What follows belongs to an exercise in optimizing a design on an open flow for small area; a production flow would make more cautious choices. RTL that was checked went through simulation tests only; none was proved equivalent to the original. The flow treats the clock pin as an ideal source, which a real chip does not have. Power figures rest on the tool's default switching activity, not on a simulated workload.

// reg_file_mp
module reg_file_mp #(
    parameter int DATA_W = 32,
    parameter int ADDR_W = 5,
    parameter int NUM_RD = 4
) (
    input  logic                     clk,
    input  logic                     rst,
    output logic                     ready,
    input  logic                     we0,
    input  logic [ADDR_W-1:0]        wa0,
    input  logic [DATA_W-1:0]        wd0,
    input  logic                     we1,
    input  logic [ADDR_W-1:0]        wa1,
    input  logic [DATA_W-1:0]        wd1,
    input  logic [NUM_RD*ADDR_W-1:0] ra,
    output logic [NUM_RD*DATA_W-1:0] rd
);
Size: roughly 4800 cells after synthesis, roughly 1000 flip-flops, roughly 230 I/O pins, about 78000 sq um of cells after synthesis.
==> flow/config.mk <==
export PLATFORM = sky130hd
export DESIGN_NAME = reg_file_mp
export DESIGN_NICKNAME = reg_file_mp
export VERILOG_FILES = /design/flow/design.v
export SDC_FILE = /design/flow/constraint.sdc
export NUM_CORES = 4
export LEC_CHECK = 0
export CAP_MARGIN = 20
export CORE_MARGIN = 2
export CORE_UTILIZATION = 45
export PLACE_DENSITY = 0.6
export SETUP_SLACK_MARGIN = 0.1
export SLEW_MARGIN = 20
==> flow/constraint.sdc <==
create_clock -name core_clock -period 5.5 [get_ports {clk}]
set_input_delay 1.1000 -clock core_clock [delete_from_list [all_inputs] [get_ports {clk}]]
set_output_delay 1.1000 -clock core_clock [all_outputs]
set_load 0.01 [all_outputs]
standard.sh (not shown) runs the stock make flow with config.mk's settings and CLKGATE_MAP_FILE= SYNTH_SCRIPT=/design/flow/synth_recipe.tcl, a recipe that flattens the netlist after the stock synthesis.
==> flow/flow/run.sh <==
#!/bin/bash
# Standard ORFS layout with two changes: ports buffered with buf_2 instead of the
# default delay-cell buffer; CTS without dummy loads, clkbuf_4/8 in clusters of up to 20.
set -euo pipefail
export BUFFER_PORTS_ARGS="-buffer_cell sky130_fd_sc_hd__buf_2"
export CTS_ARGS="-sink_clustering_enable -repair_clock_nets -dont_use_dummy_load -buf_list {sky130_fd_sc_hd__clkbuf_4 sky130_fd_sc_hd__clkbuf_8} -sink_clustering_size 20 -sink_clustering_max_diameter 40"
bash standard.sh > standard.log 2>&1
The baseline produced a clean layout.
Then changed:
==> flow/run.sh (new file) <==
#!/bin/bash
# synth_recipe.tcl (not shown) runs the flow's synth.tcl, then flattens the netlist and writes it again
# the make line also repeats each setting of config.mk as NAME=value (left out here)
make -C /OpenROAD-flow-scripts/flow DESIGN_CONFIG=/design/flow/config.mk WORK_HOME=/design/flow/orfs CLKGATE_MAP_FILE= SYNTH_SCRIPT=/design/flow/synth_recipe.tcl finish
Settings changed: SETUP_SLACK_MARGIN 0.1 to default.
removed: flow/flow/run.sh
removed: flow/standard.sh
Outcome: The new run completed without violations; via count rose slightly; synthesized cell count stays the same; power climbs by about a fifth; final area increases by a few percent; critical path depth came out higher by 4; final cell count goes up slightly; area after synthesis is unchanged; die area is unchanged; routed wire length goes up slightly; fmax came out lower slightly.

========
nickel:
reg_file_mp, a different RTL version from the one above (not shown whole).
Size in the first run: ~6000 cells after synthesis, ~0.052 mm² of cells after synthesis.
==> flow/config.mk <==
export PLATFORM = sky130hd
export DESIGN_NAME = reg_file_mp
export DESIGN_NICKNAME = reg_file_mp
export VERILOG_FILES = /design/flow/design.v
export SDC_FILE = /design/flow/constraint.sdc
export NUM_CORES = 4
export LEC_CHECK = 0
export CAP_MARGIN = 20
export CELL_PAD_IN_SITES_DETAIL_PLACEMENT = 1
export CELL_PAD_IN_SITES_GLOBAL_PLACEMENT = 2
export CORE_MARGIN = 2
export CORE_UTILIZATION = 40
export PLACE_DENSITY = 0.55
export SETUP_SLACK_MARGIN = 0.15
export SLEW_MARGIN = 20
export SYNTH_HIERARCHICAL = 1
export SYNTH_MINIMUM_KEEP_SIZE = 0
==> flow/constraint.sdc <==
create_clock -name core_clock -period 5.5 [get_ports {clk}]
set_input_delay 1.1000 -clock core_clock [delete_from_list [all_inputs] [get_ports {clk}]]
set_output_delay 1.1000 -clock core_clock [all_outputs]
set_load 0.01 [all_outputs]
==> flow/flow/run.sh <==
#!/bin/bash
# Standard ORFS layout with these changes: ports buffered with buf_2 instead of the
# default delay-cell buffer; CTS without dummy loads, clkbuf_4/8 in clusters of up to 20;
# global routing offered less of met1/met2 (fastroute.tcl).
set -euo pipefail
export BUFFER_PORTS_ARGS="-buffer_cell sky130_fd_sc_hd__buf_2"
export CTS_ARGS="-sink_clustering_enable -repair_clock_nets -dont_use_dummy_load -buf_list {sky130_fd_sc_hd__clkbuf_4 sky130_fd_sc_hd__clkbuf_8} -sink_clustering_size 20 -sink_clustering_max_diameter 40"
here=$(cd "$(dirname "$0")" && pwd)
export FASTROUTE_TCL=$here/fastroute.tcl
export PRE_GLOBAL_ROUTE_TCL=$here/fastroute.tcl
bash standard.sh > standard.log 2>&1
==> flow/flow/fastroute.tcl <==
# Global routing layers as the platform's fastroute.tcl, but with less of met1 and met2
# offered to the global router, so that horizontal wires go to met3 and pin access on
# met1 is left room.
set_global_routing_layer_adjustment $::env(MIN_ROUTING_LAYER)-$::env(MAX_ROUTING_LAYER) 0.2
set_global_routing_layer_adjustment met1 0.5
set_global_routing_layer_adjustment met2 0.3

set_routing_layers -clock $::env(MIN_CLK_ROUTING_LAYER)-$::env(MAX_ROUTING_LAYER)
set_routing_layers -signal $::env(MIN_ROUTING_LAYER)-$::env(MAX_ROUTING_LAYER)
Input-level comparison between onyx and nickel:
- a change of CAP_MARGIN from 20 to 0
- a change of SLEW_MARGIN from 20 to 0
- a deleted SETUP_SLACK_MARGIN that had been 0.15
==> flow/flow/run.sh <==
#!/bin/bash
# Standard ORFS layout with these changes: ports buffered with buf_2 instead of the
# default delay-cell buffer; CTS without dummy loads and with clkbuf_8 leaf clusters;
# global routing offered less of met1/met2 (fastroute.tcl).
set -euo pipefail
export BUFFER_PORTS_ARGS="-buffer_cell sky130_fd_sc_hd__buf_2"
export CTS_ARGS="-sink_clustering_enable -repair_clock_nets -dont_use_dummy_load -buf_list sky130_fd_sc_hd__clkbuf_8 -sink_clustering_size 25 -sink_clustering_max_diameter 50"
here=$(cd "$(dirname "$0")" && pwd)
export FASTROUTE_TCL=$here/fastroute.tcl
export PRE_GLOBAL_ROUTE_TCL=$here/fastroute.tcl
bash standard.sh > standard.log 2>&1
[summary]
Setup slack of the critical path after layout on onyx is down relative to nickel.
Among nickel and onyx, a clean, completed layout was produced by nickel alone.
Register fraction of the total cell area: higher on onyx
Delta (onyx minus nickel): layout buffer count excluding clock buffers dropped about 1.1%; share of cells above drive strength 1 dropped 0.61 points; global-route wire length before repair dropped 0.56%.
In the metrics for nickel and onyx, the one carrying the higher clock latency reported for the late side of the worst-skew pair is onyx.
Edits applied to the flow inputs when going from onyx to cedar:
- CAP_MARGIN: 0 -> 10
- SLEW_MARGIN: 0 -> 10
==> flow/flow/run.sh <==
#!/bin/bash
# Standard ORFS layout with these changes: ports buffered with buf_2 instead of the
# default delay-cell buffer; CTS without dummy loads, clkbuf_4/8 in clusters of up to 20;
# global routing offered less of met1/met2 (fastroute.tcl); repair buffers up to
# buf_6 only (dontuse.tcl).
set -euo pipefail
export BUFFER_PORTS_ARGS="-buffer_cell sky130_fd_sc_hd__buf_2"
export CTS_ARGS="-sink_clustering_enable -repair_clock_nets -dont_use_dummy_load -buf_list {sky130_fd_sc_hd__clkbuf_4 sky130_fd_sc_hd__clkbuf_8} -sink_clustering_size 20 -sink_clustering_max_diameter 40"
here=$(cd "$(dirname "$0")" && pwd)
export FASTROUTE_TCL=$here/fastroute.tcl
export PRE_GLOBAL_ROUTE_TCL=$here/grt_prep.tcl
export PRE_GLOBAL_PLACE_TCL=$here/dontuse.tcl
export PRE_RESIZE_TCL=$here/dontuse.tcl
export PRE_CTS_TCL=$here/dontuse.tcl
bash standard.sh > standard.log 2>&1
==> flow/flow/dontuse.tcl (new file) <==
# Keep the resizer to buffers up to buf_6 when it repairs long select and data nets.
set_dont_use [list sky130_fd_sc_hd__buf_8 sky130_fd_sc_hd__buf_12 sky130_fd_sc_hd__buf_16]
==> flow/flow/grt_prep.tcl (new file) <==
source [file join [file dirname [info script]] dontuse.tcl]
source [file join [file dirname [info script]] fastroute.tcl]
## What came out
cedar finished all stages; however, its layout fails the closing checks, the failures being max-capacitance violations, max-slew violations, negative setup slack. Worst min-delay path class = flip-flop to flip-flop: cedar; worst min-delay path class = primary input to flip-flop: onyx. cedar against onyx: share of synthesized registers carrying an async set or reset shows no meaningful change; via count shows an increase of about 1.4%. In cedar, the worst hold slack came out 89 ps above the value in onyx.

========
Another version of the RTL of reg_file_mp (not shown whole).
Size in the first run: roughly 990 flip-flops, about 230 I/O pins, about 52000 um2 of cells after synthesis.
Settings: LEC_CHECK=0, CAP_MARGIN=10, CORE_AREA=2.3 2.72 287.3 351.92, DIE_AREA=0 0 289.6 354.6, GPL_ROUTABILITY_DRIVEN=0, GPL_TIMING_DRIVEN=0, PLACE_DENSITY=0.85, SLEW_MARGIN=10, SYNTH_HIERARCHICAL=1, SYNTH_MINIMUM_KEEP_SIZE=0; clock period 5.5 ns.
==> flow/flow/run.sh <==
#!/bin/bash
# Standard ORFS layout (standard.sh) with these changes:
#  - the register array is placed as a bit-sliced array by place_array.tcl before IO
#    placement, and global placement only places the remaining cells around it;
#  - ports are buffered with buf_2 instead of the default delay-cell buffer;
#  - CTS inserts no dummy loads.
set -euo pipefail
here=$(cd "$(dirname "$0")" && pwd)
export PRE_IO_PLACEMENT_TCL=$here/place_array.tcl
export POST_GLOBAL_PLACE_TCL=$here/release.tcl
export BUFFER_PORTS_ARGS="-buffer_cell sky130_fd_sc_hd__buf_2"
export CTS_ARGS="-sink_clustering_enable -repair_clock_nets -dont_use_dummy_load"
bash standard.sh > standard.log 2>&1
Other scripts of this flow, unchanged in this note and not shown: flow/flow/place_array.tcl, flow/flow/release.tcl
The first run stopped in global routing (5_1_grt) with GRT-0116.
Change:
Settings changed: GPL_ROUTABILITY_DRIVEN 0 to unset, PLACE_DENSITY 0.85 to 0.6.
Effect: This time the run died in global placement (3_3_place_gp). Synthesized cell count does not change. Synthesized area does not change.
Function was not checked in any run of this note: the RTL went through the layout flow alone.

## separate check: timing with driven ports
The results above use ideal ports. As a check the final layouts listed here were re-extracted and re-timed, cells and wires unchanged. Step 1, drivers: a clkbuf_16 drives clk and a buf_2 each remaining input, both assumed. Step 2 also shifts input and output timing later by t, the mid clock arrival at the registers, as if the neighbouring blocks saw the same clock. Slacks: ideal ports / drivers / drivers and shift; pairs: ideal ports / drivers.
| run | shift t [ns] | slack for setup (ns) | hold WS [ns] | slew at the worst register clock pin (ns) | worst data-port slew with drivers (ns) |
|---|---|---|---|---|---|
| the first run of note 1 | 1.011 | 0.356 / 0.283 / 0.669 | 0.494 / 0.530 / 0.618 | 0.08 / 0.08 | 0.21 |
| the second run of note 1 | 0.871 | 0.315 / 0.225 / 0.225 | 0.632 / 0.632 / 0.632 | 0.06 / 0.06 | 0.21 |
| nickel | 1.032 | 0.128 / -0.031 / -0.031 | 0.460 / 0.391 / 0.524 | 0.09 / 0.09 | 0.34 |
| onyx | 1.048 | -0.008 / -0.134 / -0.134 | 0.437 / 0.376 / 0.525 | 0.11 / 0.11 | 0.45 |
| cedar | 1.018 | -0.208 / -0.240 / -0.240 | 0.526 / 0.526 / 0.526 | 0.09 / 0.09 | 0.48 |
Met with ideal ports but missed after step 2: setup timing in nickel. The setup slack of nickel, which loses most, moves by -0.159 ns with the drivers and by -0.159 ns with both steps.
